Background: an optimization exercise with open tools, aiming at small area, a short achievable clock period and few clock cycles per item. Do not read the settings as production practice.
The RTL was checked by simulation tests, not by an equivalence proof against the original design.

## flow/design.v (module list and top-level ports; edited modules follow where they fit)
// module mfrs_mul: 879 lines
// module median_filter_range_scaler: 285 lines
module median_filter_range_scaler
(
	input  logic                  clk,
	input  logic                  arst_n,
	input  logic                  sample_valid,
	output logic                  sample_ready,
	input  logic [SAMPLE_BITS-1:0] sample,
	output logic                  result_valid,
	input  logic                  result_ready,
	output logic [SAMPLE_BITS-1:0] result_filtered,
	output logic signed [VAL_W-1:0] result_value,
	output logic                  result_valid_res,
	input  logic                  psel,
	input  logic                  penable,
	input  logic                  pwrite,
	input  logic [APB_ADDR_W-1:0] paddr,
	input  logic [APB_DATA_W-1:0] pwdata,
	output logic [APB_DATA_W-1:0] prdata,
	output logic                  pready
);
  // ...
==> flow/run.sh <==
#!/bin/bash
# synth_recipe.tcl (not shown) runs the flow's synth.tcl, then flattens the netlist and writes it again
# the make line also repeats each setting of config.mk as NAME=value (left out here)
make -C /OpenROAD-flow-scripts/flow DESIGN_CONFIG=/design/flow/config.mk WORK_HOME=/design/flow/orfs CLKGATE_MAP_FILE= SYNTH_SCRIPT=/design/flow/synth_recipe.tcl finish
==> flow/config.mk <==
export PLATFORM = sky130hd
export DESIGN_NAME = median_filter_range_scaler
export DESIGN_NICKNAME = median_filter_range_scaler
export VERILOG_FILES = /design/flow/design.v
export SDC_FILE = /design/flow/constraint.sdc
export NUM_CORES = 4
export LEC_CHECK = 0
export CAP_MARGIN = 20
export CORE_MARGIN = 2
export CORE_UTILIZATION = 40
export PLACE_DENSITY = 0.6
export SETUP_SLACK_MARGIN = 3.5
export SLEW_MARGIN = 20
==> flow/constraint.sdc <==
create_clock -name core_clock -period 7.5 [get_ports {clk}]
set_input_delay 1.5000 -clock core_clock [delete_from_list [all_inputs] [get_ports {clk}]]
set_output_delay 1.5000 -clock core_clock [all_outputs]
set_load 0.01 [all_outputs]
==> notes.md, run 1 <==
Chip height = 248.1 um
Row count = 89
Synthesis-stage register bit count = 258
Run status = finished clean
Top flop regs = win_q (50), cfg_q (46), kx_q (32)
Xor and xnor area share after synthesis = 4.763%
Compound-Gate Fraction of Synth Area = 10.01%
Fill cells = 5394
Register area share after synthesis = 28.73%
Setup TNS = 0 ps
Worst-Margin Slew = 1051 ps
Core ar. = 0.05891 mm^2
Max incr delay on CP = 520 ps
Largest net degree at the start of global routing = 71
CP max-delay cell = or4_4
Worst setup path endpoint = zp_q[1]$_DFFE_PP_
Crit-path max FO = 7
Min-Delay Path Depth = 0
Largest register by flop count = win_q
GR peak layer = met2
Most frequent cells after synthesis = inv_1 (378), nand2_1 (264), fa_1 (220), ha_1 (198), and2_1 (189)
Layout non-clock buf frac = 7.819%
Number of diodes = 0
Syn Area/Cell = 9.589 um^2
Sequential cells = 258
WL met2 = 30360 um
Fin. Hold Viols = 0
Met3 Use GR = 2.726%
Grt met1 use = 26.23%
First-pass GRT wire length = 97840 um
CTS tree = built
Multi-In Gates = 1753
Critical Path Stages = 14
Tapcells = 773
Metal3 WL = 2466 um
Buffers on Ports = 66
Clock Skew = 42.22 ps
Drt wl/cell = 17.95 um
Dpl hpwl = 42830 um
CTS buffer count = 30
Drt first-iter violations = 958
R2R setup slack = 2910 ps
Testbench counts, summed over its fixed seeds: cycles 4,224, items 3,840.
==> inputs of run 2 (changes only) <==
--- a/flow/config.mk
+++ b/flow/config.mk
@@ -11,3 +11,3 @@
 export PLACE_DENSITY = 0.6
-export SETUP_SLACK_MARGIN = 3.5
+export SETUP_SLACK_MARGIN = 2.5
 export SLEW_MARGIN = 20
==> run 2 against run 1 <==
Sequential share of layout area up 2.0 points. Die area unchanged. Global-route usage down 1.3 points. First-iteration DRC count down 5.5%. Design area down 7.7%. Register-to-register slack worse by 150 ps. Fmax down 6.8%. Synthesized area unchanged.
==> notes.md, run 2 <==
Cts-stage hold buffer count = 0
Row count = 89 (unchanged)
Worst path cell trace = clkdlybuf4s50_1 -> nand2b_4 -> a21boi_1 -> clkdlybuf4s50_1
Crit-path max FO = 22 (+15)
Chip height = 248.1 um (unchanged)
Final net count = 2992
Antenna violations before repair = 3
Synth area leader = fa_1
Startpoint types = input port
Min Clock Period, post-route = 4923 ps
Core ar. = 0.05891 mm^2 (unchanged)
Die Width = 248.1 um
Max incr delay on CP = 630 ps (+110 ps)
Vias in the first global route = 17900
Commonest non-fill, non-tap cell in the layout = inv_1
Largest delay share family, worst path = buffers and inverters
Total of max-cap violations = 0
Top cells by area, synth = fa_1 (18%), edfxtp_1 (13%), ha_1 (10%)
Netlist cell types = 81
Synth async-reset ratio = 45.35%
Drt first-iter violations = 905 (-5.5%)
Top-area cell type share of the netlist area = 18.48%
Crit path DAT = 3420 ps
Root buffer cell = clkbuf_16
GR Overflow Total = 0
Cell mode on critical path = clkdlybuf4s50_1
Post-synth EDFFs = 107
Synthesis-stage register bit count = 258 (unchanged)
Syn Area/Cell = 9.589 um^2 (unchanged)
Final WL = 56930 um
Hold Slack = 418.1 ps
TritonCTS Sinks = 258
Most frequent cells in the layout = inv_1 (377), nand2_1 (263), fa_1 (219), ha_1 (198), and2_1 (189)
Fin crit share = 65.64%
CTS H-Tree Depth = 1
Drt wl/cell = 17.17 um (-4.4%)
Fmax = 0.2031 GHz
GPL Wtd Cong = 0.8491
Via density = 5.186
CTS buffer count = 29 (-3.3%)
Worst path required time = 6000 ps
Top flop regs = win_q (50), cfg_q (46), kx_q (32)
Crit path buf inv count = 2
Relative slew slack = 27.22%
First-pass GRT wire length = 92610 um (-5.3%)
Placement Setup Slack = 2028 ps
CP Class = in2out
Critical path capture point type = primary output
Clk slew on worst S/H paths = 60 ps
CTS tree = built
Worst-skew pair later-pin latency = 590 ps
DR pass1 iterations = 5
Maximum clock path buffer count = 3
Dpl cells = 3248
Fin. Hold Viols = 0 (unchanged)
Syn-to-layout area delta = 11.01%
Remaining antenna violation count = 0
I/O Pins = 112
Worst-Margin Slew = 1092 ps (+40.59 ps)
Die area = 0.06154 mm^2
Number of diodes = 0 (unchanged)
Largest net degree at the start of global routing = 108 (+52%)
Syn Inst Count = 2485
GR Util All Layers = 18.85%
Initial core utilization = 40.45%
Ys Warns = 2
Synth Flop Type = edfxtp_1
Path type of the worst min-delay path = reg2reg
Buffers on Ports = 66 (unchanged)
Setup TNS = 0 ps (unchanged)
Share of layout cells above drive strength 1 = 7.983%
Most frequent cells after synthesis = inv_1 (378), nand2_1 (264), fa_1 (220), ha_1 (198), and2_1 (189)
Setup violators final = 0
Largest register by flop count = win_q
Register area share after synthesis = 28.73% (unchanged)
Mapped Area = 0.02383 mm^2
Final Slew Violations = 0
RSZ-0062 raised after global routing = false
Routed vias = 17200
Clock Skew = 16.75 ps (-25.47 ps)
Largest register FFs = 50
Count leader, synth = inv_1
DRC Markers = 0
Final worst setup slack = 2577 ps
CP max-delay cell = clkdlybuf4s50_1
Dpl hpwl = 43180 um (+0.81%)
Non-Filler Instances = 3316
Run status = finished clean
## run 2: cell type report
cell class,instances,area (um^2)
Fill cell,5557,32460
Multi-Input combinational cell,1752,15240
Sequential cell,258,6847
Inverter,380,1430
Tap cell,773,967.2
Timing Repair Buffer,99,954.7
Clock buffer,34,797.0
Clock inverter,20,219.0
## run 2: routing by layer
metal,GRT usage [%],routed length (um),vias up
met3,2.209,2022,77
met2,32.92,27940,291
li1,-,-,8182
met4,4.931,1504,6
met1,24.78,25420,8640
met5,0,44,-
## run 2: logic make-up (layout without fill, tap and decap cells)
| group | Yosys count | in the layout | synth area share [%] |
|---|---|---|---|
| DFF | 258 | 258 | 28.73 |
| adders and majority gates | 418 | 418 | 28.88 |
| other | 2 | 22 | 0.03152 |
| and+or+nand+nor | 732 | 732 | 15.32 |
| xor gates and xnor gates | 127 | 127 | 4.763 |
| AOI/OAI and AO/OA | 373 | 374 | 10.01 |
| buffers and inverters | 496 | 533 | 8.181 |
| muxes | 79 | 79 | 4.085 |
## run 2: worst paths after layout
kind | start | endpoint | slack (ps) | depth (start not counted)
max | result_ready | sample_ready | 2580 | 4
min | meda_q[6]$_DFFE_PP_ | medp_q[6]$_DFFE_PP_ | 420 | 0
max reg2reg | ord_q[1]$_DFFE_PN1P_ | inra_q$_DFFE_PP_ | 2760 | 20
min reg2reg | meda_q[6]$_DFFE_PP_ | medp_q[6]$_DFFE_PP_ | 420 | 0
max in group asynchronous | arst_n | kcnt_q[2]$_DFFE_PN0P_ | 5230 | 2
min in group asynchronous | arst_n | win_q[6]$_DFFE_PN0P_ | 920 | 1
## run 2: metrics by stage
step / area, um^2 / utilization, %
4_1_cts: 26310 / 44.66
6_report: 26450 / 44.90
3_3_place_gp: 25190 / 42.77
5_1_grt: 26450 / 44.90
3_5_place_dp: 25210 / 42.79
2_1_floorplan: 23910 / -
## run 2: timing repair
| item | CTS | global route |
|---|---|---|
| pin swaps | 1 | 6 |
| setup buffers | 5 | 6 |
| resized for setup | 13 | 17 |
| cloned | 0 | 1 |
| endpoints found under the hold margin | 0 | 0 |
| setup endpoints to repair | 28 | 20 |
==> inputs of run 3 (changes only) <==
--- a/flow/config.mk
+++ b/flow/config.mk
@@ -9,5 +9,5 @@
 export CORE_MARGIN = 2
-export CORE_UTILIZATION = 40
-export PLACE_DENSITY = 0.6
-export SETUP_SLACK_MARGIN = 2.5
+export CORE_UTILIZATION = 55
+export PLACE_DENSITY = 0.75
+export SETUP_SLACK_MARGIN = 3.0
 export SLEW_MARGIN = 20
==> run 3 against run 2 <==
Synthesized cell count stayed put. Critical path depth is 10 higher. Sequential share of layout area is 0.23 points lower. First-iteration DRC count is 53% higher. Clock-buffer cell count is 6 higher. Register-to-register slack better by 140 ps. Clock skew is 1.5 ps lower. Still clean on timing, DRC and antenna. Design area is 1.1% higher. Critical endpoint is now zp_q[2]$_DFFE_PP_. Hold slack hardly changed. Sequential cell count stayed put.
==> notes.md, run 3 <==
Run status = finished clean
Worst Hold Path EP = medp_q[1]$_DFFE_PP_
Via density = 5.588 (+7.8%)
Syn Area/Cell = 9.589 um^2 (unchanged)
Final net count = 3024 (+1.1%)
Die area = 0.04500 mm^2 (-27%)
Max incr delay on CP = 560 ps (-70 ps)
Critical path capture point type = register
GR Overflow Total = 0 (unchanged)
Min-delay src = meda_q[1]$_DFFE_PP_
CP max-delay cell = fa_1
Mapped Area = 0.02383 mm^2 (unchanged)
Most frequent cells in the layout = inv_1 (374), nand2_1 (262), fa_1 (212), and2_1 (189), ha_1 (187)
Worst-Margin Slew = 843.0 ps (-248.6 ps)
Top flop regs = win_q (50), cfg_q (46), kx_q (32)
Top cells by area, synth = fa_1 (18%), edfxtp_1 (13%), ha_1 (10%)
Drt wl/cell = 18.22 um (+6.1%)
Worst path required time = 7880 ps (+1880 ps)
Root buffer cell = clkbuf_16
Buffers on Ports = 66 (unchanged)
R2R setup slack = 2900 ps (+140 ps)
Number of diodes = 0 (unchanged)
Setup violators final = 0 (unchanged)
Crit path DAT = 4990 ps (+1570 ps)
Initial core utilization = 55.56% (+15 points)
Most frequent cells after synthesis = inv_1 (378), nand2_1 (264), fa_1 (220), ha_1 (198), and2_1 (189)
Final Slew Violations = 0 (unchanged)
Top-area cell type share of the netlist area = 18.48% (unchanged)
CTS buffer count = 29 (unchanged)
Cells on worst reg2reg path = 14 (-30%)
Clock Skew = 15.21 ps (-1.537 ps)
Vias in the first global route = 18330 (+2.4%)
Core ar. = 0.04289 mm^2 (-27%)
Worst flop-to-flop path endpoint = zp_q[2]$_DFFE_PP_
Fin. Hold Viols = 0 (unchanged)
Relative slew slack = 43.80% (+17 points)
Path type of the worst min-delay path = reg2reg
Startpoint types = register
Min Clock Period, post-route = 4604 ps (-318.5 ps)
Largest register by flop count = win_q
Post-synth EDFFs = 107 (unchanged)
Die Width = 212.1 um (-14%)
Final WL = 57580 um (+1.1%)
GPL Wtd Cong = 0.8715 (+2.6%)
Clk slew on worst S/H paths = 60 ps (about the same)
Register area share after synthesis = 28.73% (unchanged)
Crit-path max FO = 8 (-64%)
Min-Delay Path Depth = 0 (unchanged)
Synth Flop Type = edfxtp_1
Layout Utilization = 62.34% (+17 points)
I/O Pins = 112 (unchanged)
CTS tree = built
Largest register FFs = 50 (unchanged)
CTS H-Tree Depth = 1 (unchanged)
Non-Filler Instances = 3160 (-4.7%)
Routed vias = 17660 (+2.7%)
Total of max-cap violations = 0 (unchanged)
Fmax = 0.2172 GHz (+6.9%)
Antenna violations before repair = 0 (-3)
Fin crit share = 61.39% (-4.2 points)
Dpl cells = 3056 (-5.9%)
Synth area leader = fa_1
First-pass GRT wire length = 92560 um (about the same)
TritonCTS Sinks = 258 (unchanged)
Syn-to-layout area delta = 12.19%
Largest net degree at the start of global routing = 96 (-11%)
Worst path cell trace = buf_4 -> buf_4 -> and2_1 -> fa_1 -> fa_1 -> inv_1 -> fa_1 -> fa_1 -> inv_1 -> fa_1 -> ha_4 -> xnor2_1 -> or4_1 -> nor4_2
CP Class = reg2reg
Remaining antenna violation count = 0 (unchanged)
Syn Inst Count = 2485 (unchanged)
GR Util All Layers = 25.96% (+7.1 points)
Worst-skew pair later-pin latency = 580 ps (about the same)
Netlist cell types = 81 (unchanged)
Ys Warns = 2 (unchanged)
Row count = 76 (-15%)
Count leader, synth = inv_1
Dpl hpwl = 41800 um (-3.2%)
Synthesis-stage register bit count = 258 (unchanged)
FF-to-FF Start = offa_q[1]$_DFFE_PP_
Share of layout cells above drive strength 1 = 10.87% (+2.9 points)
DRC Markers = 0 (unchanged)
DR pass1 iterations = 6 (+1)
RSZ-0062 raised after global routing = true
Commonest non-fill, non-tap cell in the layout = inv_1
Chip height = 212.1 um (-14%)
Maximum clock path buffer count = 3 (unchanged)
Drt first-iter violations = 1382 (+53%)
Cell mode on critical path = fa_1
Setup TNS = 0 ps (unchanged)
Synth async-reset ratio = 45.35% (unchanged)
[run 3: changes by cell type in the layout (fill, tap and decap cells not counted), moves of 7 or more]
cell,delta
fa_2,+7
fa_1,-7
buf_4,+28
ha_4,+9
ha_1,-11
[run 3: kinds of logic (layout without fill, tap and decap cells)]
group | count (synthesis) | count (layout) | synth area share [%]
compound gates | 373 | 373 | 10.01
xor+xnor | 127 | 127 | 4.763
fa+ha+maj | 418 | 418 | 28.88
buf+inv | 496 | 565 | 8.181
flops | 258 | 258 | 28.73
mux | 79 | 79 | 4.085
other cells | 2 | 22 | 0.03152
simple gates | 732 | 733 | 15.32
[run 3: timing repair]
item                                   4_1_cts  5_1_grt
pin swaps                                   19       29
buffers inserted                            32       15
cloned                                       3        0
endpoints found under the hold margin        0        0
setup endpoints to repair                   46       37
hold buffers                                 0        0
resized for setup                           64       61
[run 3: worst max-delay path: cells and delay by family (launching register included)]
family	cells	cell delay, ps
AND/OR/NAND/NOR	3	840
XOR/XNOR	1	110
adder cells (fa/ha/maj)	6	2640
buffers and inverters	4	460
flip-flops	1	350
[run 3: cell type report]
| class | instances | area, um^2 |
|---|---|---|
| Inverter | 380 | 1429 |
| Clock buffer | 40 | 797.0 |
| Timing Repair Buffer | 131 | 1230 |
| Multi-Input combinational cell | 1752 | 15570 |
| Fill cell | 3458 | 16150 |
| Tap cell | 585 | 732.0 |
| Sequential cell | 258 | 6858 |
| Clock inverter | 14 | 115.1 |
[run 3: metal layers]
layer | vias up | track usage (%) | wire [um]
li1 | 8241 | - | -
met1 | 8743 | 32.37 | 23210
met5 | - | 0 | 0
met3 | 156 | 3.383 | 3024
met2 | 519 | 45.51 | 28520
met4 | 0 | 10.78 | 2824
[run 3: how the worst max path moves through the flow]
stage                               from           endpoint  cells past startpoint
floorplan                       paddr[2]          prdata[9]                      4
detailed placement  ord_q[1]$_DFFE_PN1P_   inra_q$_DFFE_PP_                     20
global route         offa_q[2]$_DFFE_PP_  zp_q[2]$_DFFE_PP_                     14
finish               offa_q[1]$_DFFE_PP_  zp_q[2]$_DFFE_PP_                     14
CTS                 ord_q[1]$_DFFE_PN1P_   inra_q$_DFFE_PP_                     20
global placement                paddr[2]          prdata[3]                      4
[run 3: through the flow]
step | setup WS, ps | hold WS (ps) | cell area (um^2)
final | 2896 | 418.0 | 26730
after global routing | 2710 | 421.6 | 26730
after CTS | 2861 | 418.5 | 26320
after detailed placement | 2067 | 404.5 | 24930
after global placement | 2126 | 401.1 | 24930
after floorplan | 3001 | 400.3 | 23930

port drivers added, routing unchanged:
In the flow no input, the clock included, has a driving cell. The finished layouts below were timed again as built, in two steps. Step 1, drivers: a clkbuf_16 drives clk and a buf_2 each remaining input, both assumed. Step 2 moves the port delays by t, midway between the first and last clock arrival at a register: inputs arrive t later, outputs are due t later. That takes back most of the time a late clock gives input paths. Three values: ideal ports, drivers, drivers and shift; two values: the first two.
run	shift t [ns]	setup slack, ns	worst hold slack (ns)	slew at the worst register clock pin (ns)	pins driven straight from the clock port
run 1	0.647	2.913 / 2.913 / 2.913	0.417 / 0.417 / 0.417	0.06 / 0.06	1
run 2	0.641	2.577 / 2.551 / 2.551	0.418 / 0.418 / 0.418	0.07 / 0.07	1
run 3	0.631	2.896 / 2.896 / 2.896	0.418 / 0.418 / 0.418	0.06 / 0.06	1
After both steps every run listed still meets setup and hold. The setup slack of run 2, which loses most, moves by -0.026 ns with the drivers and by -0.026 ns with both steps.
